This design comes from an exercise in tuning for a short achievable clock period and few clock cycles on the open sky130 flow, not from production work.
Only simulation tests tie the RTL to the original design; equivalence was not proved.
Power is estimated from default activity; no workload was simulated.

==> design/flow/design.v <==
package mips_pkg;
	localparam int word_width = 32;
	localparam int reg_addr_width = 5;
	localparam int imem_depth = 64;
	localparam int dmem_depth = 64;
	localparam int imem_addr_width = $clog2(imem_depth);
	localparam int dmem_addr_width = $clog2(dmem_depth);
	localparam logic [5:0] op_rtype = 6'h00;
	localparam logic [5:0] op_j = 6'h02;
	localparam logic [5:0] op_beq = 6'h04;
	localparam logic [5:0] op_addiu = 6'h09;
	localparam logic [5:0] op_lw = 6'h23;
	localparam logic [5:0] op_sw = 6'h2b;
	localparam logic [5:0] funct_sll = 6'h00;
	localparam logic [5:0] funct_addu = 6'h21;
	localparam logic [5:0] funct_subu = 6'h23;
	localparam logic [5:0] funct_and = 6'h24;
	localparam logic [5:0] funct_or = 6'h25;
	localparam logic [5:0] funct_slt = 6'h2a;
	typedef enum logic [2:0] {
		alu_add,
		alu_sub,
		alu_and,
		alu_or,
		alu_slt,
		alu_sll
	} alu_op_t;
	localparam logic [word_width-1:0] nop_instruction = '0;
endpackage
`timescale 1ns/1ps
import mips_pkg::*;
module mips_pipeline (
	input logic clk,
	input logic reset,
	input logic imem_we,
	input logic [imem_addr_width-1:0] imem_addr,
	input logic [word_width-1:0] imem_data,
	output logic wb_valid,
	output logic [reg_addr_width-1:0] wb_reg,
	output logic [word_width-1:0] wb_data
);
	localparam int AW = imem_addr_width;
	localparam int ID = imem_depth;
	localparam int DD = dmem_depth;
	localparam int W = word_width;
	logic ld_we;
	logic [AW-1:0] ld_addr;
	logic [W-1:0] ld_data;
	assign ld_we = imem_we;
	assign ld_addr = imem_addr;
	assign ld_data = imem_data;
	logic ld_is_j, ld_is_beq, ld_taken;
	logic [AW-1:0] ld_tgt, ld_prev, ld_next;
	assign ld_is_j = ld_data[31:26] == op_j;
	assign ld_is_beq = ld_data[31:26] == op_beq;
	assign ld_taken = ld_is_j || (ld_is_beq && (ld_data[25:21] == ld_data[20:16] || ld_data[15]));
	assign ld_tgt = ld_is_j ? ld_data[AW-1:0] : ld_addr + AW'(1) + ld_data[AW-1:0];
	assign ld_prev = ld_addr - AW'(1);
	assign ld_next = ld_addr + AW'(1);
	logic [ID-1:0][W-1:0] imem;
	logic [ID-1:0] pd_taken, nj_j, pr;
	logic [ID-1:0][AW-1:0] pd_tgt, nj_tgt;
	function automatic logic pairable(input logic [W-1:0] a, input logic [W-1:0] b);
		logic a_ok, a_alu, a_fuse, a_wr, b_ok, dep;
		logic [4:0] a_dest;
		a_alu = a[31:26] == op_rtype || a[31:26] == op_addiu;
		a_fuse = a_alu && !(a[31:26] == op_rtype && a[5:0] == funct_sll);
		a_ok = a_alu || a[31:26] == op_lw || a[31:26] == op_sw;
		a_wr = a_alu || a[31:26] == op_lw;
		a_dest = (a[31:26] == op_rtype) ? a[15:11] : a[20:16];
		b_ok = b[31:26] == op_sw || b[31:26] == op_beq;
		dep = a_wr && a_dest != 5'd0 && (b[25:21] == a_dest || b[20:16] == a_dest);
		pairable = a_ok && b_ok && (!dep || (a_fuse && b[31:26] == op_beq));
	endfunction
	function automatic logic sum_is(input logic [7:0] a, input logic [7:0] b, input logic [5:0] k);
		logic [7:0] p, g;
		logic c2, ok;
		p = a ^ b;
		c2 = (a[1] & b[1]) | (p[1] & a[0] & b[0]);
		ok = (p[2] ^ k[0]) == c2;
		for (int i = 3; i < 8; i++)
			ok = ok && ((p[i] ^ k[i-2]) == ((a[i-1] & b[i-1]) | (p[i-1] & !k[i-3])));
		sum_is = ok;
	endfunction
	logic [W-1:0] ld_prev_word, ld_next_word;
	always_comb begin
		ld_prev_word = '0;
		ld_next_word = '0;
		for (int k = 0; k < ID; k++) begin
			ld_prev_word = ld_prev_word | (imem[k] & {W{ld_prev == AW'(k)}});
			ld_next_word = ld_next_word | (imem[k] & {W{ld_next == AW'(k)}});
		end
	end
	logic pu_we;
	logic [AW-1:0] pu_addr, pu_prev;
	logic [W-1:0] pu_data, pu_prev_word, pu_next_word;
	logic pu_pr_prev, pu_pr_this;
	always_ff @(posedge clk) begin
		pu_we <= ld_we;
		pu_addr <= ld_addr;
		pu_prev <= ld_prev;
		pu_data <= ld_data;
		pu_prev_word <= ld_prev_word;
		pu_next_word <= ld_next_word;
	end
	assign pu_pr_prev = pairable(pu_prev_word, pu_data);
	assign pu_pr_this = pairable(pu_data, pu_next_word);
	for (genvar k = 0; k < ID; k++) begin : g_imem
		always_ff @(posedge clk) begin
			if (ld_we && ld_addr == AW'(k)) begin
				imem[k] <= ld_data;
				pd_taken[k] <= ld_taken;
				pd_tgt[k] <= ld_tgt;
			end
			if (ld_we && ld_prev == AW'(k)) begin
				nj_j[k] <= ld_is_j;
				nj_tgt[k] <= ld_data[AW-1:0];
			end
			if (pu_we && pu_addr == AW'(k))
				pr[k] <= pu_pr_this;
			if (pu_we && pu_prev == AW'(k))
				pr[k] <= pu_pr_prev;
		end
	end
	logic [AW-1:0] pc, pc_inc, pc_inc2;
	logic [ID-1:0] pc_oh, pc1_oh;
	logic [W-1:0] f_word, r_word, f_word1;
	logic f_taken, f_nj, r_taken, r_nj, r_pr, f_pair;
	logic f_taken1, f_nj1;
	logic [AW-1:0] f_tgt, f_njt, r_tgt, r_njt, f_tgt1, f_njt1;
	logic [AW-1:0] pc_pred, pc_alt, f_pred0, f_pred1;
	logic f_pred;
	logic [ID-1:0] pc_pred_oh;
	logic redirect, stall;
	logic [AW-1:0] redirect_pc;
	logic [ID-1:0] redirect_oh;
	assign pc_inc = pc + AW'(1);
	assign pc_inc2 = pc + AW'(2);
	assign pc1_oh = {pc_oh[ID-2:0], pc_oh[ID-1]};
	always_comb begin
		r_word = '0;
		r_taken = 1'b0;
		r_tgt = '0;
		r_nj = 1'b0;
		r_njt = '0;
		r_pr = 1'b0;
		f_word1 = '0;
		f_taken1 = 1'b0;
		f_tgt1 = '0;
		f_nj1 = 1'b0;
		f_njt1 = '0;
		for (int k = 0; k < ID; k++) begin
			r_word = r_word | (imem[k] & {W{pc_oh[k]}});
			r_taken = r_taken | (pd_taken[k] & pc_oh[k]);
			r_tgt = r_tgt | (pd_tgt[k] & {AW{pc_oh[k]}});
			r_nj = r_nj | (nj_j[k] & pc_oh[k]);
			r_njt = r_njt | (nj_tgt[k] & {AW{pc_oh[k]}});
			r_pr = r_pr | (pr[k] & pc_oh[k]);
			f_word1 = f_word1 | (imem[k] & {W{pc1_oh[k]}});
			f_taken1 = f_taken1 | (pd_taken[k] & pc1_oh[k]);
			f_tgt1 = f_tgt1 | (pd_tgt[k] & {AW{pc1_oh[k]}});
			f_nj1 = f_nj1 | (nj_j[k] & pc1_oh[k]);
			f_njt1 = f_njt1 | (nj_tgt[k] & {AW{pc1_oh[k]}});
		end
	end
	assign f_word = r_word;
	assign f_taken = r_taken;
	assign f_tgt = r_tgt;
	assign f_nj = r_nj;
	assign f_njt = r_njt;
	assign f_pair = 1'b0;
	always_comb begin
		if (f_taken)
			f_pred0 = f_tgt;
		else if (f_nj)
			f_pred0 = f_njt;
		else
			f_pred0 = pc_inc;
		if (f_taken1)
			f_pred1 = f_tgt1;
		else if (f_nj1)
			f_pred1 = f_njt1;
		else
			f_pred1 = pc_inc2;
	end
	assign pc_pred = f_pair ? f_pred1 : f_pred0;
	assign f_pred = f_pair ? f_taken1 : f_taken;
	assign pc_alt = f_pair ? (f_taken1 ? pc_inc2 : f_tgt1) : (f_taken ? pc_inc : f_tgt);
	always_comb begin
		for (int k = 0; k < ID; k++)
			pc_pred_oh[k] = pc_pred == AW'(k);
	end
	logic rst_q, pf, pf_go, pf_hold, pf_clash;
	assign pf_clash = ld_we && ld_addr <= AW'(2);
	assign pf_go = rst_q && !pf && !pf_clash;
	assign pf_hold = pf && !pf_clash;
	always_ff @(posedge clk) begin
		rst_q <= reset;
		if (reset)
			pf <= pf_go || pf_hold;
		else
			pf <= 1'b0;
	end
	always_ff @(posedge clk) begin
		if (reset) begin
			if (pf_go) begin
				pc <= pc_pred;
				pc_oh <= pc_pred_oh;
			end else if (!pf_hold) begin
				pc <= '0;
				pc_oh <= ID'(1);
			end
		end else if (redirect) begin
			pc <= redirect_pc;
			pc_oh <= redirect_oh;
		end else if (!stall) begin
			pc <= pc_pred;
			pc_oh <= pc_pred_oh;
		end
	end
	logic d_valid, d_pair, d_pred;
	logic [W-1:0] d_ins, d_ins1;
	logic [AW-1:0] d_alt;
	logic [ID-1:0] d_alt_oh;
	always_comb begin
		for (int k = 0; k < ID; k++)
			d_alt_oh[k] = d_alt == AW'(k);
	end
	logic [31:0] d_rs_oh, d_rt_oh, d_rs1_oh, d_rt1_oh;
	logic [W-1:0] e_aw_ins;
	logic e_aw_pred;
	logic [AW-1:0] e_aw_alt;
	logic [31:0] e_aw_rs_oh, e_aw_rt_oh;
	logic [31:0] f_rs_oh, f_rt_oh, f_rs1_oh, f_rt1_oh;
	always_comb begin
		for (int k = 0; k < 32; k++) begin
			f_rs_oh[k] = f_word[25:21] == 5'(k);
			f_rt_oh[k] = f_word[20:16] == 5'(k);
			f_rs1_oh[k] = f_word1[25:21] == 5'(k);
			f_rt1_oh[k] = f_word1[20:16] == 5'(k);
		end
	end
	always_ff @(posedge clk) begin
		if (reset)
			d_valid <= pf_go || pf_hold;
		else
			d_valid <= 1'b1;
		if (!stall && !(reset && pf_hold)) begin
			d_ins1 <= f_word1;
			d_rs1_oh <= f_rs1_oh;
			d_rt1_oh <= f_rt1_oh;
		end
		if (l_mis) begin
			d_pair <= 1'b0;
			d_ins <= l_aw_ins;
			d_pred <= l_aw_pred;
			d_alt <= l_aw_alt;
			d_rs_oh <= l_aw_rs_oh;
			d_rt_oh <= l_aw_rt_oh;
		end else if (!stall && !(reset && pf_hold)) begin
			d_pair <= f_pair;
			d_ins <= f_word;
			d_pred <= f_pred;
			d_alt <= pc_alt;
			d_rs_oh <= f_rs_oh;
			d_rt_oh <= f_rt_oh;
		end
	end
	logic [W-1:0] a_word;
	logic a_taken, a_nj;
	logic [AW-1:0] a_tgt, a_njt, a_inc, a_next, a_alt;
	always_comb begin
		a_word = '0;
		a_taken = 1'b0;
		a_tgt = '0;
		a_nj = 1'b0;
		a_njt = '0;
		for (int k = 0; k < ID; k++) begin
			a_word = a_word | (imem[k] & {W{d_alt_oh[k]}});
			a_taken = a_taken | (pd_taken[k] & d_alt_oh[k]);
			a_tgt = a_tgt | (pd_tgt[k] & {AW{d_alt_oh[k]}});
			a_nj = a_nj | (nj_j[k] & d_alt_oh[k]);
			a_njt = a_njt | (nj_tgt[k] & {AW{d_alt_oh[k]}});
		end
	end
	assign a_inc = d_alt + AW'(1);
	always_comb begin
		if (a_taken)
			a_next = a_tgt;
		else if (a_nj)
			a_next = a_njt;
		else
			a_next = a_inc;
	end
	assign a_alt = a_taken ? a_inc : a_tgt;
	logic [5:0] d_op, d_fn;
	logic [4:0] d_rs, d_rt, d_rd, d_dest, d_rs1, d_rt1;
	logic d_rtype, d_is_addiu, d_is_lw, d_is_sw, d_is_beq, d_wr, d_use_imm;
	logic d_add, d_sub, d_and, d_or, d_slt, d_sll;
	logic d_is_sw1, d_is_beq1;
	assign d_op = d_ins[31:26];
	assign d_fn = d_ins[5:0];
	assign d_rs = d_ins[25:21];
	assign d_rt = d_ins[20:16];
	assign d_rd = d_ins[15:11];
	assign d_rtype = d_op == op_rtype;
	assign d_is_addiu = d_op == op_addiu;
	assign d_is_lw = d_op == op_lw;
	assign d_is_sw = d_op == op_sw;
	assign d_is_beq = d_op == op_beq;
	assign d_use_imm = d_is_addiu || d_is_lw || d_is_sw;
	assign d_sll = d_rtype && d_fn == funct_sll;
	assign d_sub = d_rtype && (d_fn == funct_subu || d_fn == funct_slt);
	assign d_and = d_rtype && d_fn == funct_and;
	assign d_or = d_rtype && d_fn == funct_or;
	assign d_slt = d_rtype && d_fn == funct_slt;
	assign d_add = !(d_sll || d_and || d_or || d_slt);
	assign d_dest = d_rtype ? d_rd : d_rt;
	assign d_wr = (d_rtype || d_is_addiu || d_is_lw) && d_dest != '0;
	assign d_rs1 = d_ins1[25:21];
	assign d_rt1 = d_ins1[20:16];
	assign d_is_sw1 = d_ins1[31:26] == op_sw;
	assign d_is_beq1 = d_ins1[31:26] == op_beq;
	logic d_dep_a1, d_dep_b1;
	assign d_dep_a1 = d_wr && d_dest == d_rs1;
	assign d_dep_b1 = d_wr && d_dest == d_rt1;
	logic [31:1][W-1:0] rf;
	logic [31:0] w_oh;
	for (genvar k = 1; k < 32; k++) begin : g_rf
		always_ff @(posedge clk) begin
			if (w_oh[k])
				rf[k] <= wb_data;
		end
	end
	logic [W-1:0] d_rf1, d_rf2, d_rv1, d_rv2, d_rf1_1, d_rf2_1, d_rv1_1, d_rv2_1;
	always_comb begin
		d_rf1 = '0;
		d_rf2 = '0;
		d_rf1_1 = '0;
		d_rf2_1 = '0;
		for (int k = 1; k < 32; k++) begin
			d_rf1 = d_rf1 | (rf[k] & {W{d_rs_oh[k]}});
			d_rf2 = d_rf2 | (rf[k] & {W{d_rt_oh[k]}});
			d_rf1_1 = d_rf1_1 | (rf[k] & {W{d_rs1_oh[k]}});
			d_rf2_1 = d_rf2_1 | (rf[k] & {W{d_rt1_oh[k]}});
		end
	end
	assign d_rv1 = |(w_oh & d_rs_oh) ? wb_data : d_rf1;
	assign d_rv2 = |(w_oh & d_rt_oh) ? wb_data : d_rf2;
	assign d_rv1_1 = |(w_oh & d_rs1_oh) ? wb_data : d_rf1_1;
	assign d_rv2_1 = |(w_oh & d_rt1_oh) ? wb_data : d_rf2_1;
	logic e_valid, e_wr, e_lw, e_sw, e_beq, e_pred;
	logic e_add, e_sub, e_and, e_or, e_slt, e_sll;
	logic [4:0] e_dest, e_sh;
	logic [7:0] e_off;
	logic [AW-1:0] e_aw_next;
	logic [W-1:0] e_a, e_b, e_sd;
	logic e_a_w, e_b_w, e_sd_w;
	logic e_sw1, e_beq1;
	logic [7:0] e_off1;
	logic [W-1:0] e_a1, e_b1;
	logic e_a1_w, e_b1_w, e_dep_a1, e_dep_b1;
	logic [DD-1:0] e_idx_oh, e_idx1_oh;
	logic l_mis, e_live;
	logic d_hit_rs, d_hit_rt, d_hit_rs1, d_hit_rt1;
	assign d_hit_rs = e_valid && e_wr && e_dest == d_rs;
	assign d_hit_rt = e_valid && e_wr && e_dest == d_rt;
	assign d_hit_rs1 = e_valid && e_wr && e_dest == d_rs1;
	assign d_hit_rt1 = e_valid && e_wr && e_dest == d_rt1;
	assign stall = d_valid && d_is_lw && d_hit_rs;
	logic [DD-1:0] d_idx_oh, d_idx1_oh;
	always_comb begin
		for (int k = 0; k < DD; k++) begin
			d_idx_oh[k] = sum_is(d_rv1[7:0], d_ins[7:0], 6'(k));
			d_idx1_oh[k] = sum_is(d_rv1_1[7:0], d_ins1[7:0], 6'(k));
		end
	end
	logic [31:0] a_rs_oh, a_rt_oh;
	always_comb begin
		for (int k = 0; k < 32; k++) begin
			a_rs_oh[k] = a_word[25:21] == 5'(k);
			a_rt_oh[k] = a_word[20:16] == 5'(k);
		end
	end
	always_ff @(posedge clk) begin
		if (reset || redirect || stall) begin
			e_valid <= 1'b0;
			e_sw1 <= 1'b0;
			e_beq1 <= 1'b0;
		end else begin
			e_valid <= d_valid;
			e_sw1 <= d_valid && d_pair && d_is_sw1;
			e_beq1 <= d_valid && d_pair && d_is_beq1;
		end
		e_wr <= d_wr;
		e_lw <= d_is_lw;
		e_sw <= d_is_sw;
		e_beq <= d_is_beq;
		e_pred <= d_pred;
		e_add <= d_add;
		e_sub <= d_sub;
		e_and <= d_and;
		e_or <= d_or;
		e_slt <= d_slt;
		e_sll <= d_sll;
		e_dest <= d_dest;
		e_sh <= d_ins[10:6];
		e_off <= d_ins[7:0];
		e_a <= d_rv1;
		e_b <= d_use_imm ? {{16{d_ins[15]}}, d_ins[15:0]} : d_rv2;
		e_sd <= d_rv2;
		e_a_w <= d_hit_rs;
		e_b_w <= !d_use_imm && d_hit_rt;
		e_sd_w <= d_hit_rt;
		e_off1 <= d_ins1[7:0];
		e_a1 <= d_rv1_1;
		e_b1 <= d_rv2_1;
		e_a1_w <= d_hit_rs1;
		e_b1_w <= d_hit_rt1;
		e_dep_a1 <= d_dep_a1;
		e_dep_b1 <= d_dep_b1;
		e_idx_oh <= d_idx_oh;
		e_idx1_oh <= d_idx1_oh;
		e_aw_ins <= a_word;
		e_aw_pred <= a_taken;
		e_aw_alt <= a_alt;
		e_aw_next <= a_next;
		e_aw_rs_oh <= a_rs_oh;
		e_aw_rt_oh <= a_rt_oh;
	end
	logic [W-1:0] x_a, x_b, x_sd, x_bx, x_sum, x_res, x_rd, x_a1, x_b1;
	logic x_lt, x_eq, x_eq1;
	logic [DD-1:0] x_idx_oh, x_idx1_oh;
	logic [DD-1:0][W-1:0] dmem;
	assign x_a = e_a_w ? wb_data : e_a;
	assign x_b = e_b_w ? wb_data : e_b;
	assign x_sd = e_sd_w ? wb_data : e_sd;
	assign x_a1 = e_a1_w ? wb_data : e_a1;
	assign x_b1 = e_b1_w ? wb_data : e_b1;
	assign x_bx = e_sub ? ~x_b : x_b;
	assign x_sum = x_a + x_bx + W'(e_sub);
	assign x_lt = (x_a[31] != x_b[31]) ? x_a[31] : x_sum[31];
	assign x_eq = x_a == x_b;
	logic [W-1:0] x_o, x_ab_p, x_ab_g, x_req, x_gen;
	logic x_oeq, x_eq_add, x_eq_and, x_eq_or, x_eq_slt, x_eq1_r;
	assign x_o = e_dep_a1 ? x_b1 : x_a1;
	assign x_ab_p = x_a ^ x_bx;
	assign x_req = x_ab_p ^ x_o;
	assign x_gen = (x_a & x_bx) | (x_ab_p & ~x_o);
	assign x_eq_add = (x_req[0] == e_sub) && (x_req[W-1:1] == x_gen[W-2:0]);
	assign x_eq_and = (x_a & x_b) == x_o;
	assign x_eq_or = (x_a | x_b) == x_o;
	assign x_eq_slt = x_lt ? (x_o == W'(1)) : (x_o == '0);
	always_comb begin
		x_oeq = x_eq_add;
		if (e_and)
			x_oeq = x_eq_and;
		if (e_or)
			x_oeq = x_eq_or;
		if (e_slt)
			x_oeq = x_eq_slt;
	end
	assign x_eq1_r = x_a1 == x_b1;
	assign x_eq1 = (e_dep_a1 && e_dep_b1) || ((e_dep_a1 || e_dep_b1) ? x_oeq : x_eq1_r);
	always_comb begin
		x_res = '0;
		if (e_add || e_sub)
			x_res = x_sum;
		if (e_and)
			x_res = x_a & x_b;
		if (e_or)
			x_res = x_a | x_b;
		if (e_sll)
			x_res = x_b << e_sh;
		if (e_slt)
			x_res = {{(W-1){1'b0}}, x_lt};
	end
	logic [W-1:0] l_aw_ins;
	logic l_aw_pred;
	logic [AW-1:0] l_aw_alt, l_aw_next;
	logic [ID-1:0] l_aw_next_oh;
	logic [31:0] l_aw_rs_oh, l_aw_rt_oh;
	assign e_live = e_valid && !l_mis;
	assign redirect = l_mis;
	assign redirect_pc = l_aw_next;
	assign redirect_oh = l_aw_next_oh;
	always_ff @(posedge clk) begin
		if (reset)
			l_mis <= 1'b0;
		else
			l_mis <= e_live && ((e_beq && (x_eq != e_pred)) || (e_beq1 && (x_eq1 != e_pred)));
		l_aw_ins <= e_aw_ins;
		l_aw_pred <= e_aw_pred;
		l_aw_alt <= e_aw_alt;
		l_aw_next <= e_aw_next;
		for (int k = 0; k < ID; k++)
			l_aw_next_oh[k] <= e_aw_next == AW'(k);
		l_aw_rs_oh <= e_aw_rs_oh;
		l_aw_rt_oh <= e_aw_rt_oh;
	end
	always_comb begin
		for (int k = 0; k < DD; k++) begin
			x_idx_oh[k] = e_a_w ? sum_is(wb_data[7:0], e_off, 6'(k)) : e_idx_oh[k];
			x_idx1_oh[k] = e_a1_w ? sum_is(wb_data[7:0], e_off1, 6'(k)) : e_idx1_oh[k];
		end
	end
	logic [DD-1:0] sb0_oh, sb1_oh;
	logic [W-1:0] sb0_d, sb1_d;
	logic [DD-1:0][W-1:0] dmem_now;
	always_ff @(posedge clk) begin
		if (reset) begin
			sb0_oh <= '0;
			sb1_oh <= '0;
		end else begin
			sb0_oh <= x_idx_oh & {DD{e_live && e_sw}};
			sb1_oh <= x_idx1_oh & {DD{e_sw1 && !l_mis}};
		end
		sb0_d <= x_sd;
		sb1_d <= x_b1;
	end
	for (genvar k = 0; k < DD; k++) begin : g_dmem
		assign dmem_now[k] = sb1_oh[k] ? sb1_d : sb0_oh[k] ? sb0_d : dmem[k];
		always_ff @(posedge clk) begin
			if (sb0_oh[k] || sb1_oh[k])
				dmem[k] <= dmem_now[k];
		end
	end
	always_comb begin
		x_rd = '0;
		for (int k = 0; k < DD; k++)
			x_rd = x_rd | (dmem_now[k] & {W{e_idx_oh[k]}});
	end
	always_ff @(posedge clk) begin
		if (reset) begin
			wb_valid <= 1'b0;
			w_oh <= '0;
		end else begin
			wb_valid <= e_live && e_wr;
			for (int k = 0; k < 32; k++)
				w_oh[k] <= e_live && e_wr && e_dest == 5'(k);
		end
		wb_reg <= e_dest;
		wb_data <= e_lw ? x_rd : x_res;
	end
endmodule
==> design/flow/run.sh <==
#!/bin/bash
# synth_recipe.tcl (not shown) runs the flow's synth.tcl, then flattens the netlist and writes it again
# the make line also repeats each setting of config.mk as NAME=value (left out here)
make -C /OpenROAD-flow-scripts/flow DESIGN_CONFIG=/design/flow/config.mk WORK_HOME=/design/flow/orfs CLKGATE_MAP_FILE= SYNTH_SCRIPT=/design/flow/synth_recipe.tcl finish
==> design/flow/config.mk <==
export PLATFORM = sky130hd
export DESIGN_NAME = mips_pipeline
export DESIGN_NICKNAME = mips_pipeline
export VERILOG_FILES = /design/flow/design.v
export SDC_FILE = /design/flow/constraint.sdc
export NUM_CORES = 4
export LEC_CHECK = 0
export ABC_CLOCK_PERIOD_IN_PS = 2500
export CAP_MARGIN = 20
export CELL_PAD_IN_SITES_DETAIL_PLACEMENT = 1
export CELL_PAD_IN_SITES_GLOBAL_PLACEMENT = 2
export CORE_MARGIN = 2
export CORE_UTILIZATION = 30
export PLACE_DENSITY = 0.42
export SETUP_SLACK_MARGIN = 5
export SLEW_MARGIN = 20
==> design/flow/constraint.sdc <==
create_clock -name core_clock -period 9.0 [get_ports {clk}]
set_input_delay 1.8000 -clock core_clock [delete_from_list [all_inputs] [get_ports {clk}]]
set_output_delay 1.8000 -clock core_clock [all_outputs]
set_load 0.01 [all_outputs]
==> summary.md <==
| Metric | Value |
|---|---|
| Status | `finished clean` |
| Post-synthesis cell count | `19600` |
| Post-synth ARST share | `0` |
| Htree depth | `6` |
| Sequential fraction of the synthesis area | `0.678` |
| Biggest regs | `dmem (2048), imem (2048), rf (992)` |
| Top-area cell type share of the netlist area | `0.633` |
| Combinational power share | `0.124` |
| Placed insts | `32200` |
| PD cells | `226 nW/um^2` |
| First-pass GRT wire length | `2610000 microns` |
| Worst path required time | `9.94 ns` |
| Setup TNS Final | `0 ns` |
| Fraction of layout cells with a size suffix above 1 | `0.261` |
| Crit path max fanout | `33` |
| Commonest non-fill, non-tap cell in the layout | `edfxtp_1` |
| Fin crit period | `4.30 ns` |
| Rows | `362` |
| Sw Share | `0.285` |
| CTS Hold Buffers Added | `0` |
| Synthesized area per cell | `14.9 sq um` |
| Fmax | `0.232 GHz` |
| P&R area growth vs syn | `19.3%` |
| Synth cell types | `89` |
| Die H | `990 microns` |
| Vias in the first global route | `222000` |
| Switching Power | `22.5 mW` |
| Detailed-route wire length | `2090000 microns` |
| Post-synthesis net count | `19800` |
| Most common cell on crit path | `nand4_1` |
| Number of remaining DRC errors | `0` |
| Largest net degree at the start of global routing | `80` |
| CP Capture Type | `flip-flop` |
| Final #Nets | `20600` |
| Port Buffers | `78` |
| Slew Limit Fails | `0` |
| Yosys warning count | `1` |
| Final worst-path cycle share | `0.478` |
| Clk Latency, worst-skew pair | `1.18 ns` |
| Root buffer cell | `clkbuf_16` |
| Max incr delay on CP | `0.48 ns` |
| CP Launch Point | `pc_oh[0]` |
| Synth top area cells | `edfxtp_1, mux2_2, a22oi_1` |
| Setup WS post-layout | `4.70 ns` |
| Max cap viols | `0` |
| I/O pin cnt | `79` |
| DR WL/cell | `60.6 microns` |
| Hold Vio Cnt, Final | `0` |
| Core area | `971000 sq um` |
| Clk slew on worst S/H paths | `0.06 ns` |
| Num CTS Buffers | `821` |
| CP delay by family, top | `compound AO/OA/AOI/OAI gates` |
| Post-synth top flop | `edfxtp_1` |
| Deepest clock path buffer count | `5` |
| Kind of critical path | `flip-flop to flip-flop` |
| Worst R2R Start | `pc_oh[0]` |
| RSZ-0062 raised after global routing | `true` |
| Critical Path, Cell by Cell | `buf_12 -> buf_8 -> a22o_1 -> a221oi_2 -> nand4_1 -> nor4_2 -> clkbuf_8 -> mux2_4 -> nand4_1 -> a211o_1 -> o21ai_0` |
| Sink Count | `6800` |
| Clock power share | `0.425` |
| Post-route insts no fill | `34400` |
| Hold WC Path Type | `flip-flop to flip-flop` |
| Post-Synthesis Cell Area | `292000 sq um` |
| Clock Skews | `0.0806 ns` |
| Hold_sp | `e_aw_ins[18]` |
| # fillers | `97900` |
| Slew @ Worst Pin | `1.43 ns` |
| Static Leak | `99.4 nW` |
| First-pass detailed-route iteration total | `7` |
| Slowest cell on crit path | `buf_8` |
| Via count | `241000` |
| Grt total ovfl | `0` |
| Die area | `981000 sq um` |
| Arr. time, crit path | `5.24 ns` |
| Number of flops mapped to enable cells by yosys | `6157` |
| DP Wirelength | `1240000 microns` |
| CTS tree | `yes` |
| Cell Int Power | `56.4 mW` |
| Drt via density | `6.99` |
| Worst slew margin | `0.0479` |
| Power share of the sequential group | `0.451` |
| Routed Antenna Nets | `0` |
| Setup violators final | `0` |
| GPL Wtd Cong | `0.942` |
| GRT Overall Usage | `0.411` |
| Crit start category | `flip-flop` |
| Largest area contributor in the netlist | `edfxtp_1` |
| Detailed router's first-iteration violation count | `41700` |
| Most frequent cells in the layout | `edfxtp_1, a22oi_1, mux2_2` |
| DP Worst Slack | `2.70 ns` |
| Initial Util | `0.301` |
| Die width | `990 microns` |
| Fin area | `348000 sq um` |
| Post-layout util | `0.359` |
| Worst Path Buf+Inv | `3` |
| Antenna violations before repair | `287` |
| Peak VDD IR | `0.000147 V` |
| Flops & latches, synth | `6800` |
| Cell area after placement | `315000 sq um` |
-- synthesized netlist by cell type, types with 216 or more instances --
cell type  instances
edfxtp_1        6157
a221oi_1         892
clkbuf_1        1185
nand3_1          294
nand4_1          729
nand2_1          595
buf_1            309
a21oi_1          216
nor2_1           584
a22oi_1         3081
mux2_2          2166
dfxtp_1          643
a22o_1           920
-- final timing paths --
kind,endpoint,slack [ns],cells after the start
max,pc_oh[54],4.70,11
min,l_aw_ins[18],0.32,0
max reg2reg,pc_oh[54],4.70,11
min reg2reg,l_aw_ins[18],0.32,0
-- power by group through the flow --
stage                     Sequential [mW]  Combinational, mW  Clock, mW
after floorplan                      36.1               3.31          0
after global placement               36.3               8.52          0
after detailed placement             36.2               8.49          0
after CTS                            35.6               9.16       33.8
after global routing                 35.6               9.66       34.8
final                                35.6               9.76       33.5
-- per-stage QoR --
stage	hold WS (ns)	power [mW]
finish	0.318	78.8
global route	0.316	80.1
CTS	0.302	78.5
detailed placement	0.313	44.7
global placement	0.311	44.8
floorplan	0.310	39.4
-- worst reg2reg max path: cells and delay by family, from the launching register on --
| kind | cells | cell delay [ns] |
|---|---|---|
| buf+inv | 3 | 1.42 |
| compound gates | 4 | 1.13 |
| simple gates | 3 | 0.79 |
| flops | 1 | 0.45 |
| mux | 1 | 0.29 |
-- logic make-up (layout without fill, tap and decap cells) --
| family | after synthesis | count (layout) | synth area share |
|---|---|---|---|
| AOI/OAI and AO/OA | 5619 | 5620 | 0.151 |
| xor gates and xnor gates | 119 | 119 | 0.00357 |
| muxes | 2296 | 2297 | 0.0893 |
| other | 0 | 433 | 0 |
| and+or+nand+nor | 2922 | 2925 | 0.0510 |
| DFF | 6800 | 6800 | 0.678 |
| adders and majority gates | 128 | 128 | 0.00554 |
| buffers and inverters | 1703 | 3191 | 0.0225 |
-- routing by layer --
layer / wire (microns) / global-route usage / share of wire
met1: 807000 / 0.524 / 0.39
met2: 920000 / 0.626 / 0.44
met3: 198000 / 0.0953 / 0.095
met4: 161000 / 0.269 / 0.077
met5: 430 / 0 / 0.00021
-- what timing repair did --
item                                     CTS  global route
cloned                                    17             5
pin swaps                                 74            22
resized for setup                        483           172
endpoints found under the setup margin  2205           670
setup buffers                            225            53
-- area by class of cell --
cell class,count,area (sq um),area share
sequential,6800,198000,0.570
timing repair buffer,1568,15800,0.0454
tap,12900,16200,0.0464
clock buffer,1087,22600,0.0649
clock inverter,402,3250,0.00934
inverter,134,512,0.00147
multi-input combinational,11100,90300,0.259
antenna,433,1080,0.00311
Testbench counts, summed over its fixed seeds: cycles 49,146.

==> separate check: timing with driven ports <==
No port has a modelled driver above. Below, the same layout with a new extraction and two added sets of constraints.
Step 1: set_driving_cell puts a clkbuf_16 on clk and a buf_2 on each other input, an assumption about the parent block.
Step 2 times the ports against the registers' clock, not the clock port: input delays grow and output delays shrink by t, the midpoint of the rising clock arrivals with the driver on.
a / b / c = ideal / step 1 / step 2; a / b = the first two.
t (ns): 1.310
setup WS [ns]: 4.695 / 4.695 / 3.705
worst setup path at the end: input to register
clock arrival spread, ns: 0.104 / 0.104
After both steps setup and hold are still met in this run. The setup slack of this run moves by 0.000 ns with the drivers and by -0.990 ns with both steps.
